This design comes from an exercise in tuning for small area, a short achievable clock period and few clock cycles per item on the open sky130 flow, not from production work. Only simulation tests tie the RTL to the original design; equivalence was not proved. Power and IR drop assume default switching activity.

**design/flow/flow/run.sh**
```bash
#!/bin/bash
# Own layout flow: the standard layout (standard.sh, with its unchanged synthesis)
# run with one extra ORFS setting, in a config file that includes the standard flow's config.mk:
# the port buffers that global placement inserts start as buf_1 instead of the default
# buffer (repair still resizes any of them where slew, load or timing needs it).
# The make run's full output goes to flow_make.log in this folder.
set -euo pipefail
here=$(pwd)
{
	echo "include $here/config.mk"
	echo "export BUFFER_PORTS_ARGS = -buffer_cell sky130_fd_sc_hd__buf_1"
} > "$here/flow_config.mk"
sed "s#DESIGN_CONFIG=[^ ]*#DESIGN_CONFIG=$here/flow_config.mk#" standard.sh > own_standard.sh
bash own_standard.sh > flow_make.log 2>&1
```
**design/flow/standard.sh**
```bash
#!/bin/bash
# synth_recipe.tcl (not shown) runs the flow's synth.tcl, then flattens the netlist and writes it again
# the make line also repeats each setting of config.mk as NAME=value (left out here)
make -C /OpenROAD-flow-scripts/flow DESIGN_CONFIG=/design/flow/config.mk WORK_HOME=/design/flow/orfs CLKGATE_MAP_FILE= SYNTH_SCRIPT=/design/flow/synth_recipe.tcl "${@:-finish}"
```
**design/flow/config.mk**
```make
export PLATFORM = sky130hd
export DESIGN_NAME = fan_step_hysteresis_level
export DESIGN_NICKNAME = fan_step_hysteresis_level
export VERILOG_FILES = /design/flow/design.v
export SDC_FILE = /design/flow/constraint.sdc
export NUM_CORES = 4
export LEC_CHECK = 0
export CAP_MARGIN = 20
export CORE_MARGIN = 2
export CORE_UTILIZATION = 40
export CTS_BUF_LIST = sky130_fd_sc_hd__clkbuf_16
export CTS_CLUSTER_DIAMETER = 60
export CTS_CLUSTER_SIZE = 24
export SETUP_SLACK_MARGIN = 3.0
export SLEW_MARGIN = 20
```
**design/flow/constraint.sdc**
```tcl
create_clock -name core_clock -period 5.0 [get_ports {clk}]
set_input_delay 1.0000 -clock core_clock [delete_from_list [all_inputs] [get_ports {clk}]]
set_output_delay 1.0000 -clock core_clock [all_outputs]
set_load 0.01 [all_outputs]
```
**design/flow/design.v**
```verilog
package fshl_pkg;
	localparam int TEMP_W      = 10;
	localparam int LEVEL_W     = 3;
	localparam int RPM_W       = 16;
	localparam int CFG_IDX_W   = 3;
	localparam int CFG_DATA_W  = 64;
	localparam int NUM_REGS    = 7;
	localparam int LEVELS_DEF  = 7;
	localparam int BYTE_W      = 8;
	localparam int RPM_LSB     = 48;
	localparam int ON_CPU_LSB  = 0;
	localparam int ON_REG_LSB  = 8;
	localparam int ON_CHG_LSB  = 16;
	localparam int OFF_CPU_LSB = 24;
	localparam int OFF_REG_LSB = 32;
	localparam int OFF_CHG_LSB = 40;
	typedef logic signed [TEMP_W-1:0] temp_t;
	typedef logic [CFG_DATA_W-1:0]    level_word_t;
	typedef logic [RPM_W-1:0]         rpm_t;
	function automatic logic [1:0] ucmp(input logic [TEMP_W-1:0] a, input logic [TEMP_W-1:0] b,
	                                    input int n);
		logic [15:0] g, e;
		for (int i = 0; i < 16; i++) begin
			if (i < n) begin
				g[i] = a[i] & ~b[i];
				e[i] = a[i] | ~b[i];
			end else begin
				g[i] = 1'b0;
				e[i] = 1'b1;
			end
		end
		for (int l = 0; l < 4; l++) begin
			for (int k = 0; k < (8 >> l); k++) begin
				g[k] = g[2*k+1] | (e[2*k+1] & g[2*k]);
				e[k] = g[2*k+1] | (e[2*k+1] & e[2*k]);
			end
		end
		ucmp = {g[0], e[0]};
	endfunction
	function automatic logic [1:0] scmp(input temp_t a, input temp_t b);
		scmp = ucmp({~a[TEMP_W-1], a[TEMP_W-2:0]}, {~b[TEMP_W-1], b[TEMP_W-2:0]}, TEMP_W);
	endfunction
	function automatic logic t_hi(input temp_t t);
		t_hi = ~t[9] & (t[8] | t[7]);
	endfunction
	function automatic logic t_lo(input temp_t t);
		t_lo = t[9] & ~(t[8] & t[7]);
	endfunction
	function automatic logic t_pos(input temp_t t);
		t_pos = ~t[9] & (|t[8:0]);
	endfunction
	function automatic logic [TEMP_W-1:0] t_byte(input temp_t t);
		t_byte = {2'b00, ~t[7], t[6:0]};
	endfunction
	function automatic logic [TEMP_W-1:0] b_byte(input logic [BYTE_W-1:0] b);
		b_byte = {2'b00, ~b[7], b[6:0]};
	endfunction
	function automatic logic gt_b(input temp_t t, input logic [BYTE_W-1:0] b);
		logic [1:0] c;
		c = ucmp(t_byte(t), b_byte(b), BYTE_W);
		gt_b = t_hi(t) | (~t_lo(t) & c[1]);
	endfunction
	function automatic logic lt_b(input temp_t t, input logic [BYTE_W-1:0] b);
		logic [1:0] c;
		c = ucmp(b_byte(b), t_byte(t), BYTE_W);
		lt_b = t_lo(t) | (~t_hi(t) & c[1]);
	endfunction
endpackage
module fshl_lane #(
	parameter bit DOWN = 1'b0
) (
	input  fshl_pkg::temp_t       t_cpu,
	input  fshl_pkg::temp_t       t_reg,
	input  fshl_pkg::temp_t       t_chg,
	input  logic [23:0]           pts,
	input  logic                  valid,
	input  logic                  zero_hit,
	output logic                  hit
);
	logic hit_pts;
	if (DOWN) begin : g_dn
		assign hit_pts = fshl_pkg::lt_b(t_cpu, pts[7:0]) && fshl_pkg::lt_b(t_reg, pts[15:8]) &&
		                 fshl_pkg::lt_b(t_chg, pts[23:16]);
	end else begin : g_up
		assign hit_pts = fshl_pkg::gt_b(t_cpu, pts[7:0]) ||
		                 (fshl_pkg::gt_b(t_reg, pts[15:8]) && fshl_pkg::gt_b(t_chg, pts[23:16]));
	end
	assign hit = valid ? hit_pts : zero_hit;
endmodule
module fshl_merge #(
	parameter int LEVELS = fshl_pkg::LEVELS_DEF,
	parameter int LW     = $clog2(LEVELS)
) (
	input  logic [LW-1:0]       lv_now,
	input  logic                fell,
	input  logic                rose,
	input  logic [LEVELS-1:0]   up_vec,
	input  logic [LEVELS-1:0]   dn_vec,
	output logic [LW-1:0]       lv_next
);
	logic [LW-1:0] lv_up;
	logic [LW-1:0] lv_dn;
	always_comb begin
		lv_up = LW'(LEVELS - 1);
		for (int j = LEVELS - 2; j >= 0; j--) begin
			if ((LW'(j) >= lv_now) && !up_vec[j]) begin
				lv_up = LW'(j);
			end
		end
	end
	always_comb begin
		lv_dn = '0;
		for (int j = 1; j < LEVELS; j++) begin
			if ((LW'(j) <= lv_now) && !dn_vec[j]) begin
				lv_dn = LW'(j);
			end
		end
	end
	always_comb begin
		if (fell) begin
			lv_next = lv_dn;
		end else if (rose) begin
			lv_next = lv_up;
		end else begin
			lv_next = lv_now;
		end
	end
endmodule
module fan_step_hysteresis_level #(
	parameter int LEVELS = fshl_pkg::LEVELS_DEF
) (
	input  logic                           clk,
	input  logic                           arst_n,
	input  logic                           in_valid,
	output logic                           in_stall,
	input  fshl_pkg::temp_t                cpu_temp,
	input  fshl_pkg::temp_t                temp_regulator,
	input  fshl_pkg::temp_t                charger_temp,
	input  logic                           powered,
	output logic                           out_valid,
	input  logic                           out_stall,
	output logic [fshl_pkg::RPM_W-1:0]     target_rpm,
	output logic [fshl_pkg::LEVEL_W-1:0]   fan_level,
	input  logic                           cfg_valid,
	output logic                           cfg_ready,
	input  logic [fshl_pkg::CFG_IDX_W-1:0] cfg_index,
	input  logic [fshl_pkg::CFG_DATA_W-1:0] cfg_data
);
	localparam int LW = $clog2(LEVELS);
	fshl_pkg::level_word_t level_reg_q [LEVELS];
	logic [LEVELS-1:0]     level_ok_q;
	fshl_pkg::temp_t last_cpu_q, last_reg_q, last_chg_q;
	logic            last_ok_q;
	logic              s1_valid_q;
	logic              s1_fell_q, s1_rose_q;
	logic [LEVELS-1:0] s1_up_q, s1_dn_q;
	logic           s2_valid_q;
	logic [LW-1:0]  level_now_q;
	logic           out_valid_q;
	logic [LW-1:0]  fan_level_q;
	fshl_pkg::rpm_t rpm_q;
	logic              in_acc, push, o_hold, s2_hold;
	logic              fell, rose, fell_l, rose_l, fell_0, rose_0;
	logic              up_zero, dn_zero;
	logic [LEVELS-1:0] up_vec, dn_vec;
	logic [1:0]        cmp_cpu, cmp_reg, cmp_chg;
	logic [LW-1:0]     lv_next;
	fshl_pkg::rpm_t    rpm_next;
	assign cfg_ready = 1'b1;
	assign o_hold    = out_valid_q && out_stall;
	assign s2_hold   = s2_valid_q && o_hold;
	assign in_stall  = s1_valid_q && s2_hold;
	assign in_acc    = in_valid && !in_stall;
	assign push      = in_acc && powered;
	for (genvar i = 0; i < LEVELS; i++) begin : g_tbl
		always_ff @(posedge clk) begin
			if (cfg_valid && (int'(cfg_index) == i)) begin
				level_reg_q[i] <= cfg_data;
			end
		end
	end
	always_ff @(posedge clk or negedge arst_n) begin
		if (!arst_n) begin
			level_ok_q <= '0;
		end else if (cfg_valid) begin
			for (int i = 0; i < LEVELS; i++) begin
				if (int'(cfg_index) == i) begin
					level_ok_q[i] <= 1'b1;
				end
			end
		end
	end
	always_ff @(posedge clk) begin
		if (push) begin
			last_cpu_q <= cpu_temp;
			last_reg_q <= temp_regulator;
			last_chg_q <= charger_temp;
		end
	end
	always_ff @(posedge clk or negedge arst_n) begin
		if (!arst_n) begin
			last_ok_q <= 1'b0;
		end else if (push) begin
			last_ok_q <= 1'b1;
		end
	end
	assign cmp_cpu = fshl_pkg::scmp(cpu_temp, last_cpu_q);
	assign cmp_reg = fshl_pkg::scmp(temp_regulator, last_reg_q);
	assign cmp_chg = fshl_pkg::scmp(charger_temp, last_chg_q);
	assign fell_l  = !cmp_cpu[0] || !cmp_reg[0] || !cmp_chg[0];
	assign rose_l  = cmp_cpu[1] || cmp_reg[1] || cmp_chg[1];
	assign fell_0  = cpu_temp[9] || temp_regulator[9] || charger_temp[9];
	assign rose_0  = fshl_pkg::t_pos(cpu_temp) || fshl_pkg::t_pos(temp_regulator) ||
	                 fshl_pkg::t_pos(charger_temp);
	assign fell    = last_ok_q ? fell_l : fell_0;
	assign rose    = last_ok_q ? rose_l : rose_0;
	assign up_zero = fshl_pkg::t_pos(cpu_temp) ||
	                 (fshl_pkg::t_pos(temp_regulator) && fshl_pkg::t_pos(charger_temp));
	assign dn_zero = cpu_temp[9] && temp_regulator[9] && charger_temp[9];
	for (genvar g = 0; g < LEVELS; g++) begin : g_lane
		if (g < LEVELS - 1) begin : g_up
			fshl_lane #(.DOWN(1'b0)) u_up (
				.t_cpu    (cpu_temp),
				.t_reg    (temp_regulator),
				.t_chg    (charger_temp),
				.pts      (level_reg_q[g][23:0]),
				.valid    (level_ok_q[g]),
				.zero_hit (up_zero),
				.hit      (up_vec[g])
			);
		end else begin : g_up_none
			assign up_vec[g] = 1'b0;
		end
		if (g > 0) begin : g_dn
			fshl_lane #(.DOWN(1'b1)) u_dn (
				.t_cpu    (cpu_temp),
				.t_reg    (temp_regulator),
				.t_chg    (charger_temp),
				.pts      (level_reg_q[g][47:24]),
				.valid    (level_ok_q[g]),
				.zero_hit (dn_zero),
				.hit      (dn_vec[g])
			);
		end else begin : g_dn_none
			assign dn_vec[g] = 1'b0;
		end
	end
	always_ff @(posedge clk or negedge arst_n) begin
		if (!arst_n) begin
			s1_valid_q <= 1'b0;
		end else if (!in_stall) begin
			s1_valid_q <= push;
		end
	end
	always_ff @(posedge clk) begin
		if (!in_stall) begin
			s1_fell_q <= fell;
			s1_rose_q <= rose;
			s1_up_q   <= up_vec;
			s1_dn_q   <= dn_vec;
		end
	end
	fshl_merge #(
		.LEVELS (LEVELS),
		.LW     (LW)
	) u_merge (
		.lv_now  (level_now_q),
		.fell    (s1_fell_q),
		.rose    (s1_rose_q),
		.up_vec  (s1_up_q),
		.dn_vec  (s1_dn_q),
		.lv_next (lv_next)
	);
	always_ff @(posedge clk or negedge arst_n) begin
		if (!arst_n) begin
			s2_valid_q  <= 1'b0;
			level_now_q <= '0;
		end else if (!s2_hold) begin
			s2_valid_q <= s1_valid_q;
			if (s1_valid_q) begin
				level_now_q <= lv_next;
			end
		end
	end
	always_comb begin
		rpm_next = '0;
		for (int i = 0; i < LEVELS; i++) begin
			if ((LW'(i) == level_now_q) && level_ok_q[i]) begin
				rpm_next = level_reg_q[i][fshl_pkg::RPM_LSB +: fshl_pkg::RPM_W];
			end
		end
	end
	always_ff @(posedge clk or negedge arst_n) begin
		if (!arst_n) begin
			out_valid_q <= 1'b0;
		end else if (!o_hold) begin
			out_valid_q <= s2_valid_q;
		end
	end
	always_ff @(posedge clk) begin
		if (!o_hold && s2_valid_q) begin
			rpm_q       <= rpm_next;
			fan_level_q <= level_now_q;
		end
	end
	assign out_valid  = out_valid_q;
	assign target_rpm = rpm_q;
	assign fan_level  = fshl_pkg::LEVEL_W'(fan_level_q);
endmodule
```
==> results of run 1 <==
worst max-delay path by stage:
stage	from	endpoint	slack, ns	depth (start not counted)
2_1_floorplan	cfg_valid	level_reg_q[4][0]	1.95	2
6_report	cpu_temp[1]	s1_dn_q[4]	2.51	8
5_1_grt	cpu_temp[1]	s1_dn_q[4]	2.50	8
3_3_place_gp	temp_regulator[0]	s1_up_q[4]	1.35	8
4_1_cts	cpu_temp[1]	s1_dn_q[4]	2.54	8
3_5_place_dp	charger_temp[7]	s1_fell_q	1.30	7
area by class of cell:
type | count | area share (%)
multi-input combinational | 851 | 26.3
tap | 680 | 3.36
inverter | 86 | 1.72
timing repair inverter | 5 | 0.124
sequential | 477 | 56.3
antenna | 1 | 0.00989
clock buffer | 38 | 3.76
timing repair buffer | 233 | 6.70
clock inverter | 30 | 1.67
cell usage after synthesis, drive strengths merged (6+ instances only):
cell,n
o2111ai,7
buf,13
clkbuf,51
a22oi,39
nand2,76
o32ai,6
a21o,9
dfrtp,14
nand3,33
a221o,18
nor2,62
o2bb2ai,7
o221ai,16
inv,86
o211ai,16
a2111oi,9
o21ai,69
nor3,20
maj3,129
a31oi,24
o22ai,25
nor2b,58
a22o,9
or2,11
edfxtp,463
and3,8
o22a,6
nand2b,58
nor4,9
a21oi,56
a221oi,16
cell families (layout without fill, tap and decap cells):
kind of cell / after synthesis / in the layout / synth area share [%]
and+or+nand+nor: 347 / 349 / 8.64
adders and majority gates: 129 / 129 / 6.41
DFF: 477 / 477 / 69.4
buffers and inverters: 150 / 392 / 2.86
other: 1 / 2 / 0.0183
AOI/OAI and AO/OA: 372 / 372 / 12.7
registers in the layout (all words and copies together), names as in the netlist, 3 cells and up:
name and flops:
level_reg_q 400, fan_level_q 3, s1_dn_q 6, last_chg_q 10, rpm_q 16, s1_up_q 6
last_cpu_q 10, level_now_q 3, last_reg_q 10, level_ok_q 7
stage by stage:
stage	cell area (um2)	utilization (%)	total power [W]
6_report	25300	49.6	0.00945
2_1_floorplan	21000	-	0.00558
3_3_place_gp	22100	43.4	0.00600
3_5_place_dp	22100	43.4	0.00602
5_1_grt	25300	49.6	0.00979
4_1_cts	24800	48.7	0.00945
what timing repair did:
item	CTS	global route
endpoints found under the setup margin	329	95
gates cloned	7	1
resized for setup	219	74
setup buffers	66	22
pin swaps	68	39
where the power goes:
part           total, W  internal (W)  switching [W]
logic           0.00138      0.000568       0.000809
registers       0.00475       0.00463       0.000124
clock network   0.00332       0.00174        0.00158
per-layer routing:
| layer | track usage (%) | vias up | wire length, um |
|---|---|---|---|
| met2 | 34.5 | 434 | 27200 |
| met5 | 0 | - | 56 |
| met3 | 3.68 | 90 | 3470 |
| met1 | 28.3 | 6803 | 24300 |
| met4 | 6.13 | 8 | 1390 |
| li1 | - | 6200 | - |
worst max-delay path, delay by kind of cell:
| family | cells | cell delay [ns] |
|---|---|---|
| buffers and inverters | 2 | 0.14 |
| AOI/OAI and AO/OA | 2 | 0.49 |
| adders and majority gates | 4 | 1.21 |
==> results_dict.tcl, run 1 <==
set metrics [dict create \
    ios 125 \
    slowest_delay_ns 0.35 \
    path_common_cell "maj3_2" \
    n_fill_cell 4310 \
    multiInputGateArea_mm2 0.00666 \
    r2r-end "s1_dn_q[4]" \
    drt_pass1_iterations 5 \
    post-dp-hpwl_um 35300 \
    area_growth_pct 23.2 \
    clock_path_buffers 3 \
    ys_types 63 \
    worstPathCellList "buf_12 > inv_16 > maj3_2 > maj3_2 > maj3_2 > maj3_2 > a211o_1 > o2bb2ai_2" \
    yosys_warnings 6 \
    cts_buffers 38 \
    row_count 83 \
    postSynthAreaPerCell_um2 13.9 \
    cts_max_level 2 \
    rsz0062_at_grt "true" \
    fp.coreArea_mm2 0.0510 \
    cpMaxStageDelayCell "a211o_1" \
    dieHeight_um 231 \
    ys_top_cells_by_area "edfxtp_1, maj3_1, nand2b_1" \
    seqCellArea_mm2 0.0143 \
    fin_cells 2401 \
    finalHoldViolations 0 \
    period_minus_slack_ns 2.49 \
    cp-start-kind "input port" \
    vdd_drop_max_v 0.000302 \
    synthFlopType "edfxtp_1" \
    skew_ns 0.0329 \
    grt_pass1_vias 13300 \
    final_common_cell "edfxtp_1" \
    critical_path_arrival_ns 2.83 \
    tightest_slew_ns 0.957 \
    synth-async-reset-ratio_pct 2.94 \
    r2r-start "level_reg_q[4][24]" \
    drc 0 \
    critPathMaxFanout 6 \
    clkSinkCount 477 \
    finalSetupViolCount 0 \
    cts_tree "done" \
    antenna_found_initial 5 \
    start_util_pct 40.3 \
    grt_remaining_overflow 0 \
    vias_per_cell 5.64 \
    mostFrequentLayoutCells "edfxtp_1, buf_4, buf_1" \
    worstHoldEndpoint "out_valid_q" \
    wl_um 56400 \
    cts-root-buf "clkbuf_16" \
    grt_max_degree 66 \
    endpoint_kind "flop" \
    min_from "s2_valid_q" \
    synth_top_area_share_pct 67.7 \
    numPortBuffers 123 \
    synth_top_cell_by_area "edfxtp_1" \
    r2r_slack_ns 2.55 \
    path_class "input port to flop" \
    place_inst 2236 \
    whs_path_depth 1 \
    r2r_cells 7 \
    clk_latency_ns 0.58 \
    syn-instance-count 1476 \
    drive_above_1_share_pct 27.0 \
    slew_headroom_pct 36.2 \
    place_congestion 0.896 \
    nets 1795 \
    synth_edf_count 463 \
    critPathRequiredTime_ns 5.34 \
    via_count 13500 \
    cts_hold_buf 0 \
    fin_hold_ws_ns 0.517 \
    final_antenna_net_count 0 \
    drt_iter0_drc 1143 \
    timing.final.crit_share_pct 49.9 \
    fp.dieW_um 231 \
    setup_tns_ns 0 \
    synthesis.nets 1579 \
    grt_pass1_wl_um 83200 \
    fin_ws_ns 2.51 \
    ys_seq_area_share_pct 69.4 \
    dp_slack_ns 1.30 \
    power-per-cell-area_mw_per_mm2 373 \
    drv_slew 0 \
    die_area_mm2 0.0532 \
    outcome "finished clean" \
    mappedNetlistArea_mm2 0.0205 \
    cap_violations 0 \
    hold_class "flop to flop" \
    routedWlPerCell_um 23.5 \
    leakagePower_nw 8.32 \
    clk_pin_slew_ns 0.08 \
    yosys_register_bits 477 \
    grt_usage_pct 20.9 \
    fmax_mhz 401 \
]
Testbench counts, summed over its fixed seeds: cycles 4,822, items 4,255.
==> run 2: changes to the inputs <==
--- a/design/flow/design.v
+++ b/design/flow/design.v
@@ -73,19 +73,15 @@
 	input  fshl_pkg::temp_t       t_reg,
 	input  fshl_pkg::temp_t       t_chg,
 	input  logic [23:0]           pts,
-	input  logic                  valid,
-	input  logic                  zero_hit,
 	output logic                  hit
 );
-	logic hit_pts;
 	if (DOWN) begin : g_dn
-		assign hit_pts = fshl_pkg::lt_b(t_cpu, pts[7:0]) && fshl_pkg::lt_b(t_reg, pts[15:8]) &&
-		                 fshl_pkg::lt_b(t_chg, pts[23:16]);
+		assign hit = fshl_pkg::lt_b(t_cpu, pts[7:0]) && fshl_pkg::lt_b(t_reg, pts[15:8]) &&
+		             fshl_pkg::lt_b(t_chg, pts[23:16]);
 	end else begin : g_up
-		assign hit_pts = fshl_pkg::gt_b(t_cpu, pts[7:0]) ||
-		                 (fshl_pkg::gt_b(t_reg, pts[15:8]) && fshl_pkg::gt_b(t_chg, pts[23:16]));
+		assign hit = fshl_pkg::gt_b(t_cpu, pts[7:0]) ||
+		             (fshl_pkg::gt_b(t_reg, pts[15:8]) && fshl_pkg::gt_b(t_chg, pts[23:16]));
 	end
-	assign hit = valid ? hit_pts : zero_hit;
 endmodule
 module fshl_merge #(
 	parameter int LEVELS = fshl_pkg::LEVELS_DEF,
@@ -154,22 +150,25 @@
 	logic              s1_valid_q;
 	logic              s1_fell_q, s1_rose_q;
 	logic [LEVELS-1:0] s1_up_q, s1_dn_q;
+	logic              s1_up_zero_q, s1_dn_zero_q;
 	logic           s2_valid_q;
 	logic [LW-1:0]  level_now_q;
 	logic           out_valid_q;
 	logic [LW-1:0]  fan_level_q;
 	fshl_pkg::rpm_t rpm_q;
-	logic              in_acc, push, o_hold, s2_hold;
+	logic              in_acc, push, o_hold, s2_hold, s1_hold;
+	logic              full_q;
 	logic              fell, rose, fell_l, rose_l, fell_0, rose_0;
 	logic              up_zero, dn_zero;
-	logic [LEVELS-1:0] up_vec, dn_vec;
+	logic [LEVELS-1:0] up_vec, dn_vec, s1_up_m, s1_dn_m;
 	logic [1:0]        cmp_cpu, cmp_reg, cmp_chg;
 	logic [LW-1:0]     lv_next;
 	fshl_pkg::rpm_t    rpm_next;
 	assign cfg_ready = 1'b1;
 	assign o_hold    = out_valid_q && out_stall;
 	assign s2_hold   = s2_valid_q && o_hold;
-	assign in_stall  = s1_valid_q && s2_hold;
+	assign s1_hold   = s1_valid_q && s2_hold;
+	assign in_stall  = full_q && out_stall;
 	assign in_acc    = in_valid && !in_stall;
 	assign push      = in_acc && powered;
 	for (genvar i = 0; i < LEVELS; i++) begin : g_tbl
@@ -224,8 +223,6 @@
 				.t_reg    (temp_regulator),
 				.t_chg    (charger_temp),
 				.pts      (level_reg_q[g][23:0]),
-				.valid    (level_ok_q[g]),
-				.zero_hit (up_zero),
 				.hit      (up_vec[g])
 			);
 		end else begin : g_up_none
@@ -237,8 +234,6 @@
 				.t_reg    (temp_regulator),
 				.t_chg    (charger_temp),
 				.pts      (level_reg_q[g][47:24]),
-				.valid    (level_ok_q[g]),
-				.zero_hit (dn_zero),
 				.hit      (dn_vec[g])
 			);
 		end else begin : g_dn_none
@@ -248,18 +243,31 @@
 	always_ff @(posedge clk or negedge arst_n) begin
 		if (!arst_n) begin
 			s1_valid_q <= 1'b0;
-		end else if (!in_stall) begin
+		end else if (!s1_hold) begin
 			s1_valid_q <= push;
 		end
 	end
+	always_ff @(posedge clk or negedge arst_n) begin
+		if (!arst_n) begin
+			full_q <= 1'b0;
+		end else begin
+			full_q <= (s1_hold || push) && (s2_hold || s1_valid_q) && (o_hold || s2_valid_q);
+		end
+	end
 	always_ff @(posedge clk) begin
-		if (!in_stall) begin
+		if (!s1_hold) begin
 			s1_fell_q <= fell;
 			s1_rose_q <= rose;
 			s1_up_q   <= up_vec;
 			s1_dn_q   <= dn_vec;
+			s1_up_zero_q <= up_zero;
+			s1_dn_zero_q <= dn_zero;
 		end
 	end
+	for (genvar g = 0; g < LEVELS; g++) begin : g_mask
+		assign s1_up_m[g] = level_ok_q[g] ? s1_up_q[g] : s1_up_zero_q;
+		assign s1_dn_m[g] = level_ok_q[g] ? s1_dn_q[g] : s1_dn_zero_q;
+	end
 	fshl_merge #(
 		.LEVELS (LEVELS),
 		.LW     (LW)
@@ -267,8 +275,8 @@
 		.lv_now  (level_now_q),
 		.fell    (s1_fell_q),
 		.rose    (s1_rose_q),
-		.up_vec  (s1_up_q),
-		.dn_vec  (s1_dn_q),
+		.up_vec  (s1_up_m),
+		.dn_vec  (s1_dn_m),
 		.lv_next (lv_next)
 	);
 	always_ff @(posedge clk or negedge arst_n) begin
==> run 2 against run 1 <==
Combinational power shrank 17%. Critical path depth is the same. Die area rose by 0.46%. Non-clock buffer count rose by 5. Final cell count shrank 1.7%. First-iteration DRC count increased by 7.7%. Core utilization fell by 0.48 points. Sequential power barely moved. Sequential share of layout area is 0.65 points higher. Highest routed layer unchanged. Synthesized area up 0.48%. Clock power decreased by 6.0%. Largest cell class unchanged. Critical path type unchanged. Setup slack improved by 0.11 ns. Critical endpoint is now s1_dn_q[2].
==> results_dict.tcl, run 2 <==
set metrics [dict create \
    drt_iter0_drc 1231 \
    vias_per_cell 5.61 \
    synthFlopType "edfxtp_1" \
    final_antenna_net_count 0 \
    critPathRequiredTime_ns 5.32 \
    grt_usage_pct 20.6 \
    finalHoldViolations 0 \
    mappedNetlistArea_mm2 0.0206 \
    timing.final.crit_share_pct 47.7 \
    place_area_mm2 0.0222 \
    critical_path_arrival_ns 2.70 \
    cts_hold_buf 0 \
    area_growth_pct 21.9 \
    critPathMaxFanout 13 \
    cp-start-kind "input port" \
    design_area_mm2 0.0252 \
    yosys_register_bits 480 \
    ys_top_cells_by_area "edfxtp_1, maj3_1, dfrtp_1" \
    nets 1756 \
    row_count 83 \
    synthesis.nets 1549 \
    cts_tree "done" \
    hold_class "flop to flop" \
    largest_register "level_reg_q" \
    cap_violations 0 \
    drv_slew 0 \
    largest_reg_flops 400 \
    cts-root-buf "clkbuf_16" \
    seqPwrFrac_pct 52.5 \
    vdd_drop_max_v 0.000198 \
    drc 0 \
    dieHeight_um 231 \
    endpoint_kind "flop" \
    routedWlPerCell_um 23.4 \
    die_area_mm2 0.0534 \
    clk_pin_slew_ns 0.08 \
    fp.dieW_um 231 \
    pwr-share-comb_pct 12.7 \
    numPortBuffers 123 \
    period_minus_slack_ns 2.38 \
    fmax_mhz 420 \
    clkSinkCount 480 \
    synth_top_cell_by_area "edfxtp_1" \
    largest_registers "level_reg_q (400), rpm_q (16)" \
    yosys_warnings 6 \
    setup_tns_ns 0 \
    synth_edf_count 465 \
    rsz0062_at_grt "true" \
    tightest_slew_ns 1.03 \
    grt_pass1_wl_um 83000 \
    post-dp-hpwl_um 34700 \
    skew_ns 0.0254 \
    leakagePower_nw 8.29 \
    place_congestion 0.867 \
    switching_share_pct 26.8 \
    syn-instance-count 1446 \
    antenna_found_initial 2 \
    wl_um 55400 \
    postSynthAreaPerCell_um2 14.3 \
    slew_headroom_pct 31.1 \
    cts_buffers 36 \
    start_util_pct 40.3 \
    ys_seq_area_share_pct 69.5 \
    ys_types 71 \
    clock_path_buffers 3 \
    mostFrequentLayoutCells "edfxtp_1, buf_4, buf_1" \
    grt_remaining_overflow 0 \
    ios 125 \
    p_switching_w 0.00241 \
    grt_max_degree 66 \
    finalSetupViolCount 0 \
    clk_latency_ns 0.59 \
    power-per-cell-area_mw_per_mm2 357 \
    drive_above_1_share_pct 25.5 \
    outcome "finished clean" \
    utilization_pct 49.1 \
    fp.coreArea_mm2 0.0512 \
    drt_pass1_iterations 6 \
    cts_max_level 2 \
    final_common_cell "edfxtp_1" \
    grt_pass1_vias 13300 \
    via_count 13200 \
    synth_top_area_share_pct 67.7 \
    yosys.cell_count.top_type "edfxtp_1" \
    place_inst 2203 \
    ys_top_cells_by_count "edfxtp_1, maj3_1, inv_1, nand2_1, nor2b_1" \
    synth-async-reset-ratio_pct 3.13 \
    p_clk_share_pct 34.7 \
    fin_cells 2361 \
    internal_power_w 0.00658 \
    path_class "input port to flop" \
]
## run 2: changes by cell type after synthesis, moves of 12 or more
cell,delta
o21ai_0,-20
a211oi_1,+19
maj3_1,+17
nand2_1,-14
nand3_1,-13
nor2_1,-12
## run 2: area by class of cell
cell class,instances,area [um2]
fill,4349,26000
sequential,480,14300
multi-input combinational,815,6490
timing repair buffer,238,1800
clock buffer,37,926
tap,680,851
inverter,82,434
clock inverter,28,322
antenna,1,2.50
## run 2: logic make-up (layout without fill, tap and decap cells)
family                     count (synthesis)  in the layout  share of synthesized area, %
AOI/OAI and AO/OA                        351            351                          12.2
adders and majority gates                145            145                          7.15
buffers and inverters                    153            385                          2.87
DFF                                      480            480                          69.5
muxes                                      6              6                         0.291
other                                      1              2                        0.0182
and+or+nand+nor                          310            312                          7.98
## run 2: timing repair
item                                    in CTS  in global routing
pin swaps                                   46                 24
setup buffers                               60                 25
gates cloned                                 5                  2
endpoints found under the setup margin     356                125
resized for setup                          191                 65
## run 2: through the flow
step	hold WS (ns)	power (W)	worst slack, ns
floorplan	0.423	0.00540	1.95
detailed placement	0.490	0.00577	1.14
global route	0.548	0.00930	2.59
finish	0.505	0.00899	2.62
CTS	0.511	0.00898	2.64
global placement	0.464	0.00575	1.01
## run 2: worst paths after layout
path                                  end                from  depth (start not counted)  slack (ns)
max reg2reg                    s1_dn_q[3]  level_reg_q[3][24]                          7        2.68
min in group asynchronous  level_now_q[0]              arst_n                          1        0.51
min reg2reg                   out_valid_q          s2_valid_q                          1        0.50
min                           out_valid_q          s2_valid_q                          1        0.50
max in group asynchronous  level_now_q[2]              arst_n                          1        3.92
max                            s1_dn_q[2]     charger_temp[1]                          8        2.62
## run 2: worst max-delay path, stage by stage
cell,delay (ns)
buf_8,0.10
inv_8,0.06
maj3_2,0.31
maj3_2,0.30
maj3_2,0.30
maj3_2,0.32
a211oi_2,0.23
a211oi_1,0.07
## run 2: metal layers
layer  share of wire (%)  GRT usage [%]  wire length (um)
met4                 2.6           5.60              1410
met2                  47           33.4             26000
met1                  45           28.8             24900
met3                 5.4           3.40              3000
met5               0.047              0                26
## run 2: power by group through the flow
stage	Clock, W	Combinational (W)	Sequential [W]
2_1_floorplan	0	0.000614	0.00478
3_3_place_gp	0	0.000938	0.00481
3_5_place_dp	0	0.000952	0.00482
4_1_cts	0.00317	0.00108	0.00473
5_1_grt	0.00332	0.00124	0.00474
6_report	0.00312	0.00114	0.00472
Testbench counts of run 2, summed over its fixed seeds: cycles 4,822, items 4,255.
==> run 3: changes to the inputs <==
--- a/design/flow/config.mk
+++ b/design/flow/config.mk
@@ -7,7 +7,7 @@
 export LEC_CHECK = 0
 export CAP_MARGIN = 20
 export CORE_MARGIN = 2
-export CORE_UTILIZATION = 40
+export CORE_UTILIZATION = 55
 export CTS_BUF_LIST = sky130_fd_sc_hd__clkbuf_16
 export CTS_CLUSTER_DIAMETER = 60
 export CTS_CLUSTER_SIZE = 24
==> run 3 against run 2 <==
Still clean on timing, DRC and antenna. First-iteration DRC count decreased by 5.8%. Count of clock-buffer cells in the layout unchanged. Sequential power about the same. Register-to-register slack got worse by 0.22 ns. Wire length decreased by 1.9%. Power decreased by 0.69%. Final area decreased by 0.40%. Sequential share of layout area increased by 0.23 points. Combinational power about the same. Maximum frequency decreased by 8.6%. Hold slack improved by 0.0014 ns. Synthesized cell count unchanged. Largest cell class unchanged. Largest power group unchanged. Highest routed layer unchanged.
==> results_dict.tcl, run 3 <==
set metrics [dict create \
    fin_ws_ns 2.39 \
    min_from "s2_valid_q" \
    cts_buffers 37 \
    startpoint "cpu_temp[1]" \
    muxShareOfSynthArea_pct 0.291 \
    cts_max_level 2 \
    routedWlPerCell_um 25.2 \
    syn-instance-count 1446 \
    final_common_cell "edfxtp_1" \
    cap_violations 0 \
    yosys_register_bits 480 \
    start_util_pct 56.1 \
    grt_pass1_vias 13300 \
    synth_top_cell_by_area "edfxtp_1" \
    vdd_drop_max_v 0.000290 \
    power-per-cell-area_mw_per_mm2 356 \
    nets 1761 \
    synth-compound-area-share_pct 12.2 \
    clock_path_buffers 3 \
    dp_slack_ns 1.19 \
    area_growth_pct 21.4 \
    drt_pass1_iterations 5 \
    ios 125 \
    largest_registers "level_reg_q (400), rpm_q (16)" \
    final_antenna_net_count 0 \
    largest_reg_flops 400 \
    design_area_mm2 0.0251 \
    finalHoldViolations 0 \
    synth_fa_ha_area_share_pct 7.15 \
    vias_per_cell 6.23 \
    place_area_mm2 0.0220 \
    ys_seq_area_share_pct 69.5 \
    grt_remaining_overflow 0 \
    finalSetupViolCount 0 \
    fp.dieW_um 198 \
    leakagePower_nw 8.40 \
    seqCellArea_mm2 0.0143 \
    die_area_mm2 0.0391 \
    synth_edf_count 465 \
    grt_usage_pct 28.1 \
    drv_slew 0 \
    n_fill_cell 2645 \
    row_count 70 \
    slowest_delay_ns 0.42 \
    hold_class "flop to flop" \
    clk_pin_slew_ns 0.09 \
    critPathMaxFanout 3 \
    slew_headroom_pct 33.4 \
    largest_register "level_reg_q" \
    synthFlopType "edfxtp_1" \
    ys_top_cells_by_area "edfxtp_1, maj3_1, dfrtp_1" \
    worstPathCellList "buf_12 > inv_12 > maj3_2 > maj3_2 > maj3_2 > maj3_2 > o211ai_1 > nor3b_1" \
    drc 0 \
    antenna_found_initial 2 \
    numPortBuffers 123 \
    path_class "input port to flop" \
    place_congestion 0.933 \
    clkSinkCount 480 \
    mostFrequentLayoutCells "edfxtp_1, buf_4, buf_1" \
    grt_pass1_wl_um 81400 \
    fin_hold_ws_ns 0.506 \
    fmax_mhz 384 \
    path_common_cell "maj3_2" \
    synth_top_area_share_pct 67.7 \
    yosys.area_share.xor_xnor_pct 0 \
    cts_tree "done" \
    via_count 13400 \
    outcome "finished clean" \
    drive_above_1_share_pct 25.2 \
    critical_path_arrival_ns 2.89 \
    fp.coreArea_mm2 0.0368 \
    cpMaxStageDelayCell "o211ai_1" \
    ys_top_cells_by_count "edfxtp_1, maj3_1, inv_1, nand2_1, nor2b_1" \
    cts-root-buf "clkbuf_16" \
    multiInputGateArea_mm2 0.00645 \
    yosys.cell_count.top_type "edfxtp_1" \
    synth_top_family_by_area "compound AO/OA/AOI/OAI gates" \
    yosys_warnings 6 \
    path_delay_family "adder cells" \
    ys_types 71 \
    synthesis.nets 1549 \
    skew_ns 0.0180 \
    tightest_slew_ns 1.00 \
    dieHeight_um 198 \
    critPathRequiredTime_ns 5.28 \
    setup_tns_ns 0 \
    drt_iter0_drc 1160 \
    synth-async-reset-ratio_pct 3.13 \
    timing.final.crit_share_pct 52.1 \
    worst-path-buf-inv 2 \
    synthSimpleGateAreaFrac_pct 7.98 \
    mappedNetlistArea_mm2 0.0206 \
    r2r-start "level_reg_q[3][24]" \
    rsz0062_at_grt "true" \
    cp-start-kind "input port" \
    endpoint_kind "flop" \
    period_minus_slack_ns 2.61 \
    wl_um 54300 \
    clk_latency_ns 0.56 \
    post-dp-hpwl_um 33500 \
    grt_max_degree 66 \
    postSynthAreaPerCell_um2 14.3 \
]
-- run 3: logic make-up after synthesis --
logic type                 Yosys count
DFF                                480
and+or+nand+nor                    310
muxes                                6
AOI/OAI and AO/OA                  351
buffers and inverters              153
adders and majority gates          145
other                                1
-- run 3: final cells by class --
cell class	count	area share [%]
diodes	1	0.00999
clock buffers	37	3.70
clock inverters	28	1.21
inverters	82	1.72
multi-input cells	815	25.8
flip-flops and latches	480	57.2
well taps	468	2.34
repair buffers	242	8.03
-- run 3: power breakdown --
part	internal, W	switching [W]	total [W]
Combinational	0.000495	0.000676	0.00117
Sequential	0.00462	0.0000945	0.00472
Clock	0.00153	0.00150	0.00304
-- run 3: final timing paths --
check | depth (start not counted) | endpoint | slack, ns
worst min register to register | 1 | out_valid_q | 0.51
worst min-delay path | 1 | out_valid_q | 0.51
min in group asynchronous | 1 | s2_valid_q | 0.53
max in group asynchronous | 1 | level_now_q[2] | 3.87
worst max-delay path | 8 | s1_dn_q[3] | 2.39
worst max register to register | 7 | s1_dn_q[3] | 2.46
-- run 3: metrics by stage --
stage / instances / utilization (%) / power, W
finish: 2153 / 68.1 / 0.00892
CTS: 2122 / 66.4 / 0.00889
global placement: 1992 / 59.7 / 0.00575
global route: 2152 / 68.1 / 0.00922
detailed placement: 1992 / 59.7 / 0.00576
floorplan: 1446 / - / 0.00540
-- run 3: repair_timing --
| item | CTS | global route |
|---|---|---|
| setup endpoints to repair | 437 | 135 |
| cloned | 6 | 2 |
| gates resized for setup | 182 | 94 |
| setup buffers | 59 | 28 |
| hold buffers | 0 | 0 |
| pin swaps | 46 | 64 |
-- run 3: routing by layer --
metal / track usage, % / vias to the layer above / part of all wire [%]
met1: 39.0 / 6707 / 43
met2: 45.1 / 481 / 47
met5: 0 / - / 0.024
met3: 4.02 / 119 / 6.0
li1: - / 6096 / -
met4: 11.5 / 2 / 4.1
==> run 4: changes to the inputs <==
--- a/design/flow/config.mk
+++ b/design/flow/config.mk
@@ -7,9 +7,9 @@
 export LEC_CHECK = 0
 export CAP_MARGIN = 20
 export CORE_MARGIN = 2
-export CORE_UTILIZATION = 55
+export CORE_UTILIZATION = 40
 export CTS_BUF_LIST = sky130_fd_sc_hd__clkbuf_16
 export CTS_CLUSTER_DIAMETER = 60
 export CTS_CLUSTER_SIZE = 24
-export SETUP_SLACK_MARGIN = 3.0
+export SETUP_SLACK_MARGIN = 2.7
 export SLEW_MARGIN = 20
==> run 4 against run 3 <==
Still clean. Sequential share of layout area up 0.12 points. Non-clock buffer count down 9. Clock skew up 0.016 ns. Final area down 0.22%. Via count down 1.7%. Critical endpoint is now s1_up_q[4]. Largest power group unchanged.
==> results_dict.tcl, run 4 <==
set metrics [dict create \
    outcome "finished clean" \
    vias_per_cell 5.58 \
    pwr-share-comb_pct 12.2 \
    synth_edf_count 465 \
    setup_tns_ns 0 \
    path_class "input port to flop" \
    synth_top_cell_by_area "edfxtp_1" \
    dieHeight_um 231 \
    mostFrequentLayoutCells "edfxtp_1, buf_1, buf_4" \
    ys_seq_area_share_pct 69.5 \
    cts_tree "done" \
    path_common_cell "maj3_2" \
    finalSetupViolCount 0 \
    mappedNetlistArea_mm2 0.0206 \
    power-per-cell-area_mw_per_mm2 359 \
    start_util_pct 40.3 \
    worstPathCellList "buf_12 > nand2b_4 > maj3_2 > maj3_2 > maj3_2 > maj3_2 > o21ba_4 > o211ai_1" \
    tightest_slew_ns 1.02 \
    place_congestion 0.856 \
    dp_slack_ns 1.12 \
    utilization_pct 48.8 \
    ys_top_cells_by_count "edfxtp_1, maj3_1, inv_1, nand2_1, nor2b_1" \
    fp.coreArea_mm2 0.0512 \
    worstHoldEndpoint "out_valid_q" \
    cts-root-buf "clkbuf_16" \
    post-dp-hpwl_um 34300 \
    numPortBuffers 123 \
    cpMaxStageDelayCell "maj3_2" \
    clk_pin_slew_ns 0.08 \
    cp-start-kind "input port" \
    routedWlPerCell_um 23.0 \
    hold_class "flop to flop" \
    critPathRequiredTime_ns 5.41 \
    p_switching_w 0.00231 \
    fin_ws_ns 2.58 \
    path_delay_family "adder cells" \
    largest_register "level_reg_q" \
    slew_headroom_pct 31.8 \
    critical_path_arrival_ns 2.83 \
    worst-path-buf-inv 1 \
    period_minus_slack_ns 2.42 \
    yosys.cell_count.top_type "edfxtp_1" \
    leakagePower_nw 8.22 \
    drv_slew 0 \
    final_antenna_net_count 0 \
    largest_reg_flops 400 \
    grt_pass1_wl_um 80300 \
    area_growth_pct 21.2 \
    r2r-start "level_reg_q[4][8]" \
    finalHoldViolations 0 \
    min_from "s2_valid_q" \
    wl_um 54300 \
    switching_share_pct 25.7 \
    yosys_warnings 6 \
    cts_max_level 2 \
    synthFlopType "edfxtp_1" \
    largest_registers "level_reg_q (400), rpm_q (16)" \
    postSynthAreaPerCell_um2 14.3 \
    grt_pass1_vias 12800 \
    fin_hold_ws_ns 0.487 \
    die_area_mm2 0.0534 \
    p_clk_share_pct 35.2 \
    grt_usage_pct 20.0 \
    drive_above_1_share_pct 23.8 \
    yosys_register_bits 480 \
    fp.dieW_um 231 \
    endpoint_kind "flop" \
    via_count 13200 \
    antenna_found_initial 6 \
    clk_latency_ns 0.59 \
    nets 1751 \
    seqPwrFrac_pct 52.6 \
    fmax_mhz 413 \
    r2r_slack_ns 2.64 \
    clkSinkCount 480 \
    r2r_cells 7 \
    row_count 83 \
    ios 125 \
    cts_buffers 36 \
    rsz0062_at_grt "true" \
    timing.final.crit_share_pct 48.4 \
    skew_ns 0.0338 \
    synth-async-reset-ratio_pct 3.13 \
    whs_path_depth 1 \
    p_total_w 0.00898 \
    ys_top_cells_by_area "edfxtp_1, maj3_1, dfrtp_1" \
    syn-instance-count 1446 \
    synth_top_area_share_pct 67.7 \
    vdd_drop_max_v 0.000201 \
    slowest_delay_ns 0.33 \
    drt_pass1_iterations 5 \
    clock_path_buffers 3 \
    drt_iter0_drc 1118 \
    grt_remaining_overflow 0 \
    r2r-end "s1_up_q[4]" \
    internal_power_w 0.00667 \
    synthesis.nets 1549 \
    cap_violations 0 \
    grt_max_degree 66 \
    drc 0 \
    final_common_cell "edfxtp_1" \
    ys_types 71 \
    critPathMaxFanout 6 \
]
## run 4: area by class of cell
type / instances / area (um2)
tap: 680 / 851
clock inverter: 28 / 354
clock buffer: 37 / 926
fill: 4365 / 26200
inverter: 82 / 433
timing repair buffer: 233 / 1730
sequential: 480 / 14300
multi-input combinational: 814 / 6350
timing repair inverter: 1 / 7.51
antenna: 4 / 10.0
## run 4: logic make-up after synthesis
logic type	after synthesis	synth area share (%)
mux	6	0.291
other cells	1	0.0182
simple gates	310	7.98
flops	480	69.5
fa+ha+maj	145	7.15
buf+inv	153	2.87
compound gates	351	12.2
## run 4: worst max-delay path by stage
stage / start / cells after the start / slack, ns / to
after global placement: temp_regulator[7] / 9 / 1.22 / s1_up_q[3]
after detailed placement: temp_regulator[7] / 9 / 1.12 / s1_up_q[3]
after global routing: temp_regulator[7] / 9 / 2.55 / s1_up_q[3]
after CTS: charger_temp[7] / 9 / 2.59 / s1_fell_q
after floorplan: cfg_valid / 2 / 1.95 / level_reg_q[4][0]
final: temp_regulator[0] / 8 / 2.58 / s1_up_q[4]
## run 4: stage by stage
step	cells	area, um2
after CTS	2315	24300
after global placement	2207	22200
after global routing	2357	25000
after floorplan	1446	21000
final	2359	25000
after detailed placement	2208	22200
## run 4: routing by layer
layer,GRT usage (%),part of all wire [%],up-vias
li1,-,-,6071
met1,28.0,45,6611
met2,31.5,46,400
met3,4.08,6.3,83
met4,5.89,2.5,6
met5,0,0.068,-
## run 4: worst register-to-register path, cell delays in order, from the launching register on
cell	delay (ns)
edfxtp_1	0.36
nand2b_4	0.14
maj3_2	0.30
maj3_2	0.31
maj3_2	0.31
maj3_2	0.33
o21ba_4	0.24
o211ai_1	0.20
## run 4: what timing repair did
item / CTS / global route
cloned: 3 / 5
resized for setup: 142 / 76
setup buffers: 39 / 35
endpoints found under the setup margin: 53 / 54
hold buffers: 0 / 0
pin swaps: 29 / 45
## run 4: power by group through the flow
stage / sequential [W] / clock, W / combinational, W
final: 0.00472 / 0.00316 / 0.00109
after global routing: 0.00474 / 0.00336 / 0.00119
after CTS: 0.00472 / 0.00323 / 0.00103
after detailed placement: 0.00482 / 0 / 0.000948
after global placement: 0.00481 / 0 / 0.000935
after floorplan: 0.00478 / 0 / 0.000610
==> run 5: changes to the inputs <==
--- a/design/flow/config.mk
+++ b/design/flow/config.mk
@@ -11,5 +11,5 @@
 export CTS_BUF_LIST = sky130_fd_sc_hd__clkbuf_16
 export CTS_CLUSTER_DIAMETER = 60
 export CTS_CLUSTER_SIZE = 24
-export SETUP_SLACK_MARGIN = 2.7
+export SETUP_SLACK_MARGIN = 3.5
 export SLEW_MARGIN = 20
==> run 5 against run 4 <==
Critical path depth stayed put. Sequential power hardly changed. Register-to-register slack worse by 0.08 ns. Critical endpoint is now s1_dn_q[3].
==> results_dict.tcl, run 5 <==
set metrics [dict create \
    fp.dieW_um 231 \
    internal_power_w 0.00692 \
    grt_usage_pct 23.8 \
    fin_cells 2489 \
    cpMaxStageDelayCell "o211ai_1" \
    grt_max_degree 33 \
    critPathMaxFanout 7 \
    muxShareOfSynthArea_pct 0.291 \
    r2r-start "level_reg_q[3][24]" \
    dieHeight_um 231 \
    largest_registers "level_reg_q (400), rpm_q (16)" \
    yosys_warnings 6 \
    syn-instance-count 1446 \
    cts_tree "done" \
    ys_seq_area_share_pct 69.5 \
    wl_um 65700 \
    grt_pass1_vias 14100 \
    vdd_drop_max_v 0.000259 \
    switching_share_pct 26.2 \
    ys_top_cells_by_area "edfxtp_1, maj3_1, dfrtp_1" \
    endpoint_kind "flop" \
    largest_reg_flops 400 \
    clk_latency_ns 0.58 \
    place_congestion 0.860 \
    slowest_delay_ns 0.35 \
    yosys.area_share.xor_xnor_pct 0 \
    yosys_register_bits 480 \
    slew_headroom_pct 41.9 \
    place_inst 2203 \
    r2r-end "s1_dn_q[3]" \
    skew_ns 0.0288 \
    r2r_cells 7 \
    cp-start-kind "input port" \
    synthFlopType "edfxtp_1" \
    mostFrequentLayoutCells "edfxtp_1, buf_4, maj3_2" \
    setup_tns_ns 0 \
    critical_path_arrival_ns 2.83 \
    finalHoldViolations 0 \
    path_class "input port to flop" \
    start_util_pct 40.3 \
    final_common_cell "edfxtp_1" \
    fmax_mhz 396 \
    period_minus_slack_ns 2.52 \
    post-dp-hpwl_um 34800 \
    synthesis.nets 1549 \
    worstPathCellList "buf_12 > nor2b_4 > maj3_2 > maj3_2 > maj3_2 > maj3_2 > o211ai_1 > nor3b_1" \
    final_antenna_net_count 0 \
    power-per-cell-area_mw_per_mm2 332 \
    mappedNetlistArea_mm2 0.0206 \
    drt_iter0_drc 1611 \
    ys_types 71 \
    synth-async-reset-ratio_pct 3.13 \
    finalSetupViolCount 0 \
    postSynthAreaPerCell_um2 14.3 \
    drt_pass1_iterations 6 \
    largest_register "level_reg_q" \
    p_switching_w 0.00245 \
    path_common_cell "maj3_2" \
    synth_top_area_share_pct 67.7 \
    critPathRequiredTime_ns 5.31 \
    yosys.cell_count.top_type "edfxtp_1" \
    p_clk_share_pct 32.8 \
    pwr-share-comb_pct 16.9 \
    routedWlPerCell_um 26.4 \
    clock_path_buffers 3 \
    timing.final.crit_share_pct 50.5 \
    drc 0 \
    grt_remaining_overflow 0 \
    antenna_found_initial 4 \
    cts_max_level 2 \
    row_count 83 \
    synthSimpleGateAreaFrac_pct 7.98 \
    ios 125 \
    numPortBuffers 123 \
    synth_edf_count 465 \
    hold_class "input port to asynchronous set/reset pin" \
    synth_top_family_by_area "compound AO/OA/AOI/OAI gates" \
    synth_top_cell_by_area "edfxtp_1" \
    cts-root-buf "clkbuf_16" \
    r2r_slack_ns 2.56 \
    clkSinkCount 480 \
    rsz0062_at_grt "true" \
    startpoint "cpu_temp[0]" \
    grt_pass1_wl_um 93400 \
    synth-compound-area-share_pct 12.2 \
    leakagePower_nw 9.66 \
    die_area_mm2 0.0534 \
    synth_fa_ha_area_share_pct 7.15 \
    drv_slew 0 \
    cts_hold_buf 0 \
    cap_violations 0 \
    vias_per_cell 5.85 \
    outcome "finished clean" \
    nets 1886 \
    drive_above_1_share_pct 35.5 \
    seqPwrFrac_pct 50.3 \
    area_growth_pct 37.0 \
    fp.coreArea_mm2 0.0512 \
    tightest_slew_ns 0.871 \
    via_count 14600 \
    ys_top_cells_by_count "edfxtp_1, maj3_1, inv_1, nand2_1, nor2b_1" \
    clk_pin_slew_ns 0.09 \
    cts_buffers 35 \
]
==> run 5: worst max path at each step <==
| stage | to |
|---|---|
| floorplan | level_reg_q[4][0] |
| global placement | s1_up_q[3] |
| detailed placement | s1_up_q[3] |
| CTS | s1_dn_q[3] |
| global route | s1_dn_q[1] |
| finish | s1_dn_q[3] |
==> run 5: metal layers <==
metal | wire length, um | up-vias | part of all wire (%) | GRT usage [%]
met2 | 30400 | 640 | 46 | 38.1
met5 | 20 | - | 0.030 | 0
li1 | - | 6371 | - | -
met4 | 2520 | 4 | 3.8 | 7.54
met1 | 27500 | 7412 | 42 | 33.2
met3 | 5290 | 143 | 8.0 | 4.08
==> run 5: repair_timing <==
item	CTS	global route
buffers inserted	146	26
hold endpoints to repair	0	0
setup endpoints to repair	530	411
gates cloned	41	10
pin swaps	101	75
resized for setup	370	120
==> run 5: cells by family (layout without fill, tap and decap cells) <==
logic type | count (synthesis) | count (layout)
other cells | 1 | 3
buf+inv | 153 | 509
mux | 6 | 6
compound gates | 351 | 351
simple gates | 310 | 315
fa+ha+maj | 145 | 145
flops | 480 | 480
==> run 5: cell type report <==
type	instances	area [um2]
fillers	3998	22900
flip-flops and latches	480	14300
multi-input cells	818	7080
repair buffers	366	4340
clock buffers	37	926
well taps	680	851
inverters	82	430
clock inverters	24	293
diodes	2	5.00
==> run 5: worst max-delay path: cells and delay by family <==
kind                       cells  cell delay, ns
AOI/OAI and AO/OA              1            0.35
and+or+nand+nor                2            0.13
buffers and inverters          1            0.10
adders and majority gates      4            1.25
==> run 5: power by group through the flow <==
stage	combinational [W]	sequential (W)	clock (W)
after global placement	0.000979	0.00481	0
after detailed placement	0.000991	0.00482	0
after CTS	0.00143	0.00471	0.00311
final	0.00158	0.00472	0.00307
after global routing	0.00167	0.00473	0.00324
after floorplan	0.000664	0.00479	0
==> run 5: stage by stage <==
step                hold slack, ns  setup WS, ns  utilization, %  power (W)  instance area, um2
finish                       0.506          2.48            55.2    0.00937               28300
CTS                          0.509          2.54            53.3    0.00926               27300
global placement             0.475         0.692            43.6    0.00579               22300
floorplan                    0.424          1.95               -    0.00545               21300
global route                 0.545          2.47            55.2    0.00965               28300
detailed placement           0.489         0.718            43.6    0.00581               22300
==> run 6: changes to the inputs <==
--- a/design/flow/config.mk
+++ b/design/flow/config.mk
@@ -9,7 +9,7 @@
 export CORE_MARGIN = 2
 export CORE_UTILIZATION = 40
 export CTS_BUF_LIST = sky130_fd_sc_hd__clkbuf_16
-export CTS_CLUSTER_DIAMETER = 60
-export CTS_CLUSTER_SIZE = 24
-export SETUP_SLACK_MARGIN = 3.5
+export CTS_CLUSTER_DIAMETER = 70
+export CTS_CLUSTER_SIZE = 28
+export SETUP_SLACK_MARGIN = 3.0
 export SLEW_MARGIN = 20
==> run 6 against run 5 <==
Via count down 10%. Non-clock buffer count fell by 137. Wire length is 17% lower. Final area down 12%. Flip-flop and latch count is the same. Global-route usage decreased by 3.7 points. Sequential share of layout area is 7.0 points higher. Clock power is 11% lower. Final cell count is 6.1% lower. Critical path type unchanged. Largest cell class unchanged.
==> results_dict.tcl, run 6 <==
set metrics [dict create \
    outcome "finished clean" \
    grt_max_degree 66 \
    cts-root-buf "clkbuf_16" \
    timing.final.crit_share_pct 47.6 \
    finalSetupViolCount 0 \
    drt_pass1_iterations 7 \
    yosys_register_bits 480 \
    place_area_mm2 0.0222 \
    cp-start-kind "input port" \
    rsz0062_at_grt "true" \
    cts_buffers 29 \
    routedWlPerCell_um 23.3 \
    start_util_pct 40.3 \
    ys_types 71 \
    ios 125 \
    hold_class "input port to asynchronous set/reset pin" \
    period_minus_slack_ns 2.38 \
    tightest_slew_ns 1.00 \
    syn-instance-count 1446 \
    cap_violations 0 \
    grt_pass1_vias 13100 \
    num_antenna_cells 0 \
    ys_seq_area_share_pct 69.5 \
    cpMaxStageDelayCell "maj3_2" \
    path_delay_family "adder cells" \
    fp.coreArea_mm2 0.0512 \
    clk_latency_ns 0.61 \
    grt_remaining_overflow 0 \
    clk_pin_slew_ns 0.10 \
    vias_per_cell 5.58 \
    vdd_drop_max_v 0.000240 \
    yosys.area_share.xor_xnor_pct 0 \
    cts_tree "done" \
    critPathRequiredTime_ns 5.42 \
    largest_register "level_reg_q" \
    drt_iter0_drc 1200 \
    slowest_delay_ns 0.35 \
    synth_edf_count 465 \
    synthSimpleGateAreaFrac_pct 7.98 \
    setup_tns_ns 0 \
    design_area_mm2 0.0248 \
    yosys_warnings 6 \
    path_common_cell "maj3_2" \
    ys_top_cells_by_area "edfxtp_1, maj3_1, dfrtp_1" \
    grt_usage_pct 20.1 \
    critical_path_arrival_ns 2.80 \
    top_usage_layer "met2" \
    dieHeight_um 231 \
    critPathMaxFanout 13 \
    ys_top_cells_by_count "edfxtp_1, maj3_1, inv_1, nand2_1, nor2b_1" \
    area_growth_pct 20.4 \
    clock_path_buffers 3 \
    cts_hold_buf 0 \
    final_antenna_net_count 0 \
    clkSinkCount 480 \
    mappedNetlistArea_mm2 0.0206 \
    synth_fa_ha_area_share_pct 7.15 \
    synth-async-reset-ratio_pct 3.13 \
    drc 0 \
    post-dp-hpwl_um 34700 \
    final_common_cell "edfxtp_1" \
    r2r-start "level_reg_q[2][40]" \
    slew_headroom_pct 33.1 \
    worst-path-buf-inv 1 \
    path_class "input port to flop" \
    power-per-cell-area_mw_per_mm2 345 \
    cts_max_level 1 \
    synth_top_family_by_area "compound AO/OA/AOI/OAI gates" \
    postSynthAreaPerCell_um2 14.3 \
    synthFlopType "edfxtp_1" \
    row_count 83 \
    die_area_mm2 0.0534 \
    synth_top_cell_by_area "edfxtp_1" \
    antenna_found_initial 3 \
    mostFrequentLayoutCells "edfxtp_1, buf_4, buf_1" \
    startpoint "temp_regulator[0]" \
    grt_pass1_wl_um 81800 \
    fp.dieW_um 231 \
    synth-compound-area-share_pct 12.2 \
    synth_top_area_share_pct 67.7 \
    place_congestion 0.867 \
    finalHoldViolations 0 \
    endpoint_kind "flop" \
    nets 1740 \
    fmax_mhz 420 \
    muxShareOfSynthArea_pct 0.291 \
    wl_um 54500 \
    yosys.cell_count.top_type "edfxtp_1" \
    synthesis.nets 1549 \
    largest_reg_flops 400 \
    grtUsageMet1_pct 28.3 \
    met3_usage_pct 2.74 \
    numPortBuffers 123 \
    skew_ns 0.0207 \
    via_count 13100 \
    use_met2_pct 32.8 \
    leakagePower_nw 8.13 \
    drive_above_1_share_pct 25.0 \
    worstPathCellList "buf_12 > nand2b_4 > maj3_2 > maj3_2 > maj3_2 > o21ai_4 > o211ai_1 > a31oi_2" \
    drv_slew 0 \
    largest_registers "level_reg_q (400), rpm_q (16)" \
]
run 6: cell count changes in the layout (fill, tap and decap cells not counted), moves of 6 or more:
cell / delta
a22oi_1: +31
a22oi_2: -31
buf_12: -44
buf_16: -35
buf_6: -37
buf_8: -9
clkbuf_16: -18
nand2_1: +7
nand3_1: +6
nand3_2: -6
run 6: stage by stage:
stage          utilization [%]  power [W]  hold WS, ns  instances  setup slack [ns]
2_1_floorplan                -    0.00540        0.423       1446              1.95
3_3_place_gp              43.4    0.00575        0.464       2203              1.01
3_5_place_dp              43.4    0.00577        0.490       2203              1.14
4_1_cts                   47.6    0.00856        0.473       2312              2.62
5_1_grt                   48.5    0.00887        0.518       2338              2.61
6_report                  48.5    0.00857        0.473       2338              2.62
run 6: cell families after synthesis:
group / Yosys count
buffers and inverters: 153
adder cells (fa/ha/maj): 145
AO/OA/AOI/OAI: 351
multiplexers: 6
AND/OR/NAND/NOR: 310
flip-flops: 480
other: 1
run 6: power breakdown:
group          leakage [nW]  switching (W)  internal [W]
registers              4.42      0.0000988       0.00462
logic                  3.21       0.000667      0.000469
clock network         0.502        0.00154       0.00118
run 6: layout make-up:
class,count,area [um2]
clock buffer,29,726
sequential,480,14300
timing repair buffer,229,1660
fill,4355,26400
clock inverter,23,302
inverter,82,439
tap,680,851
multi-input combinational,815,6520
run 6: worst paths after layout:
| check | endpoint | slack (ns) | cells after the start |
|---|---|---|---|
| max | s1_dn_q[5] | 2.62 | 8 |
| min | level_now_q[0] | 0.47 | 1 |
| max reg2reg | s1_dn_q[2] | 2.70 | 7 |
| min reg2reg | out_valid_q | 0.51 | 1 |
| max in group asynchronous | level_now_q[2] | 3.96 | 1 |
| min in group core_clock | out_valid_q | 0.51 | 1 |
run 6: worst reg2reg max path, cell delays in order, from the launching register on:
cell	delay, ns
edfxtp_1	0.38
nor2b_4	0.13
maj3_2	0.31
maj3_2	0.30
maj3_2	0.30
maj3_2	0.32
a211oi_2	0.22
a211oi_1	0.07
run 6: what timing repair did:
| action | CTS | global route |
|---|---|---|
| pin swaps | 48 | 33 |
| setup endpoints to repair | 326 | 70 |
| setup buffers | 52 | 26 |
| gates resized for setup | 195 | 71 |
| cloned | 5 | 0 |
run 6: metal layers:
layer	wire, um	vias up
li1	-	6041
met1	24500	6565
met2	25800	378
met3	2890	69
met4	1280	4
met5	26	-
==> run 7: changes to the inputs <==
--- a/design/flow/flow/run.sh
+++ b/design/flow/flow/run.sh
@@ -9,6 +9,7 @@
 {
 	echo "include $here/config.mk"
 	echo "export BUFFER_PORTS_ARGS = -buffer_cell sky130_fd_sc_hd__buf_1"
+	echo "export SETUP_MOVE_SEQUENCE = unbuffer,sizeup,swap,clone"
 } > "$here/flow_config.mk"
 sed "s#DESIGN_CONFIG=[^ ]*#DESIGN_CONFIG=$here/flow_config.mk#" standard.sh > own_standard.sh
 bash own_standard.sh > flow_make.log 2>&1
==> run 7 against run 6 <==
Combinational power shrank 4%. First-iteration DRC count is 2.8% higher. Still clean. Non-clock buffer count is 69 lower. Die area is the same. Largest power group unchanged.
==> results_dict.tcl, run 7 <==
set metrics [dict create \
    outcome "finished clean" \
    met3_usage_pct 2.45 \
    ios 125 \
    vdd_drop_max_v 0.000238 \
    use_met2_pct 33.8 \
    p_total_w 0.00854 \
    drv_slew 0 \
    worst-path-buf-inv 3 \
    endpoint_kind "flop" \
    worstPathCellList "buf_2 > buf_12 > clkinvlp_4 > a41o_1 > a22oi_1 > nand2_1 > nor4_2 > o211ai_1 > a31oi_2" \
    slowest_delay_ns 0.28 \
    grt_remaining_overflow 0 \
    final_common_cell "edfxtp_1" \
    largest_reg_flops 400 \
    place_area_mm2 0.0222 \
    path_delay_family "compound AO/OA/AOI/OAI gates" \
    yosys_register_bits 480 \
    clk_pin_slew_ns 0.10 \
    mostFrequentLayoutCells "edfxtp_1, maj3_1, maj3_2" \
    clkSinkCount 480 \
    cts_tree "done" \
    skew_ns 0.0165 \
    yosys.cell_count.top_type "edfxtp_1" \
    die_area_mm2 0.0534 \
    syn-instance-count 1446 \
    nets 1687 \
    grt_usage_pct 20.6 \
    final_antenna_net_count 0 \
    fin_cells 2285 \
    ys_top_cells_by_area "edfxtp_1, maj3_1, dfrtp_1" \
    area_growth_pct 19.0 \
    place_inst 2203 \
    postSynthAreaPerCell_um2 14.3 \
    routedWlPerCell_um 24.4 \
    postCtsSetupBuffers 0 \
    cpMaxStageDelayCell "a41o_1" \
    via_count 13000 \
    setup_tns_ns 0 \
    rsz0062_at_grt "true" \
    design_area_mm2 0.0246 \
    synthFlopType "edfxtp_1" \
    start_util_pct 40.3 \
    finalHoldViolations 0 \
    drt_pass1_iterations 5 \
    antenna_found_initial 3 \
    dieHeight_um 231 \
    ys_seq_area_share_pct 69.5 \
    drc 0 \
    ys_top_cells_by_count "edfxtp_1, maj3_1, inv_1, nand2_1, nor2b_1" \
    clock_path_buffers 3 \
    synth-async-reset-ratio_pct 3.13 \
    place_congestion 0.867 \
    fp.dieW_um 231 \
    clk_latency_ns 0.60 \
    period_minus_slack_ns 2.40 \
    synth_top_cell_by_area "edfxtp_1" \
    largest_registers "level_reg_q (400), rpm_q (16)" \
    row_count 83 \
    drt_iter0_drc 1233 \
    cts_hold_buf 0 \
    critical_path_arrival_ns 2.81 \
    cts_max_level 1 \
    vias_per_cell 5.71 \
    grt_max_degree 66 \
    numPortBuffers 123 \
    timing.final.crit_share_pct 48.0 \
    ys_types 71 \
    num_antenna_cells 0 \
    hold_class "input port to asynchronous set/reset pin" \
    largest_register "level_reg_q" \
    leakagePower_nw 7.90 \
    path_class "input port to flop" \
    critPathMaxFanout 15 \
    wl_um 55800 \
    post-dp-hpwl_um 34700 \
    tightest_slew_ns 1.03 \
    grt_pass1_wl_um 83100 \
    synthesis.nets 1549 \
    grt_pass1_vias 13000 \
    grtUsageMet1_pct 29.4 \
    synth_edf_count 465 \
    top_usage_layer "met2" \
    power-per-cell-area_mw_per_mm2 348 \
    synth_top_area_share_pct 67.7 \
    cp-start-kind "input port" \
    slew_headroom_pct 31.2 \
    fin_hold_ws_ns 0.474 \
    finalSetupViolCount 0 \
    critPathRequiredTime_ns 5.41 \
    drive_above_1_share_pct 22.2 \
    cap_violations 0 \
    yosys_warnings 6 \
    fmax_mhz 417 \
    cts-root-buf "clkbuf_16" \
    fp.coreArea_mm2 0.0512 \
    cts_buffers 29 \
    mappedNetlistArea_mm2 0.0206 \
]
==> run 7: metrics by stage <==
step,util [%],setup slack (ns)
after CTS,47.5,2.62
after global placement,43.4,1.01
after detailed placement,43.4,1.14
after floorplan,-,1.95
final,48.0,2.60
after global routing,48.0,2.58
==> run 7: power breakdown <==
group / switching, W / internal, W / total [W]
clock: 0.00154 / 0.00118 / 0.00272
combinational: 0.000662 / 0.000436 / 0.00110
sequential: 0.000104 / 0.00462 / 0.00473
==> run 7: area by class of cell <==
cell class | instances | area, um2
Sequential cell | 480 | 14300
Multi-Input combinational cell | 819 | 6510
Tap cell | 680 | 851
Clock inverter | 23 | 302
Timing Repair Buffer | 160 | 1330
Clock buffer | 29 | 726
Timing Repair inverter | 12 | 68.8
Fill cell | 4365 | 26600
Inverter | 82 | 434
==> run 7: what timing repair did <==
item / 4_1_cts / 5_1_grt
gates cloned: 26 / 4
endpoints found under the setup margin: 326 / 150
pin swaps: 54 / 39
gates resized for setup: 224 / 59
==> run 7: final timing paths <==
check / from / end / slack, ns / cells past startpoint
worst max-delay path: charger_temp[9] / s1_dn_q[5] / 2.60 / 9
worst min-delay path: arst_n / level_now_q[0] / 0.47 / 1
worst max register to register: level_reg_q[3][24] / s1_dn_q[3] / 2.71 / 7
worst min register to register: s2_valid_q / out_valid_q / 0.51 / 1
max in group asynchronous: arst_n / level_now_q[2] / 3.95 / 1
min in group core_clock: s2_valid_q / out_valid_q / 0.51 / 1
==> run 7: cell families (layout without fill, tap and decap cells) <==
group	after synthesis	after routing	share of synthesized area [%]
other	1	1	0.0182
DFF	480	480	69.5
and+or+nand+nor	310	316	7.98
buffers and inverters	153	306	2.87
adders and majority gates	145	145	7.15
AOI/OAI and AO/OA	351	351	12.2
muxes	6	6	0.291
==> run 7: layer usage <==
layer | routed length [um] | share of wire (%) | up-vias
li1 | - | - | 5954
met1 | 25000 | 45 | 6582
met2 | 26400 | 47 | 448
met3 | 3390 | 6.1 | 60
met4 | 1050 | 1.9 | 4
met5 | 26 | 0.047 | -

re-timing with driven ports:
No port has a modelled driver above. Below, the same layouts with a new extraction and two added sets of constraints. Step 1: set_driving_cell puts a clkbuf_16 on clk and a buf_2 on each other input, an assumption about the parent block. Step 2 also shifts input and output timing later by t, the mid clock arrival at the registers, as if the neighbouring blocks saw the same clock. a / b / c = ideal ports / drivers / drivers and shift; a / b = the first two.
run | t (ns) | setup slack, ns | worst register clock-pin slew, ns | pins driven straight from the clock port
run 1 | 0.625 | 2.506 / 2.496 / 1.871 | 0.08 / 0.08 | 1
run 2 | 0.629 | 2.617 / 2.569 / 1.941 | 0.09 / 0.09 | 1
run 3 | 0.601 | 2.393 / 2.377 / 1.775 | 0.09 / 0.09 | 1
run 4 | 0.629 | 2.578 / 2.517 / 1.887 | 0.09 / 0.09 | 1
run 5 | 0.617 | 2.475 / 2.468 / 1.851 | 0.10 / 0.10 | 1
run 6 | 0.653 | 2.619 / 2.550 / 1.897 | 0.10 / 0.10 | 1
run 7 | 0.653 | 2.601 / 2.572 / 1.920 | 0.10 / 0.10 | 1
After both steps every run listed still meets setup and hold. For run 6, which loses most, drivers alone change the setup slack by -0.069 ns; drivers and shift together by -0.722 ns.
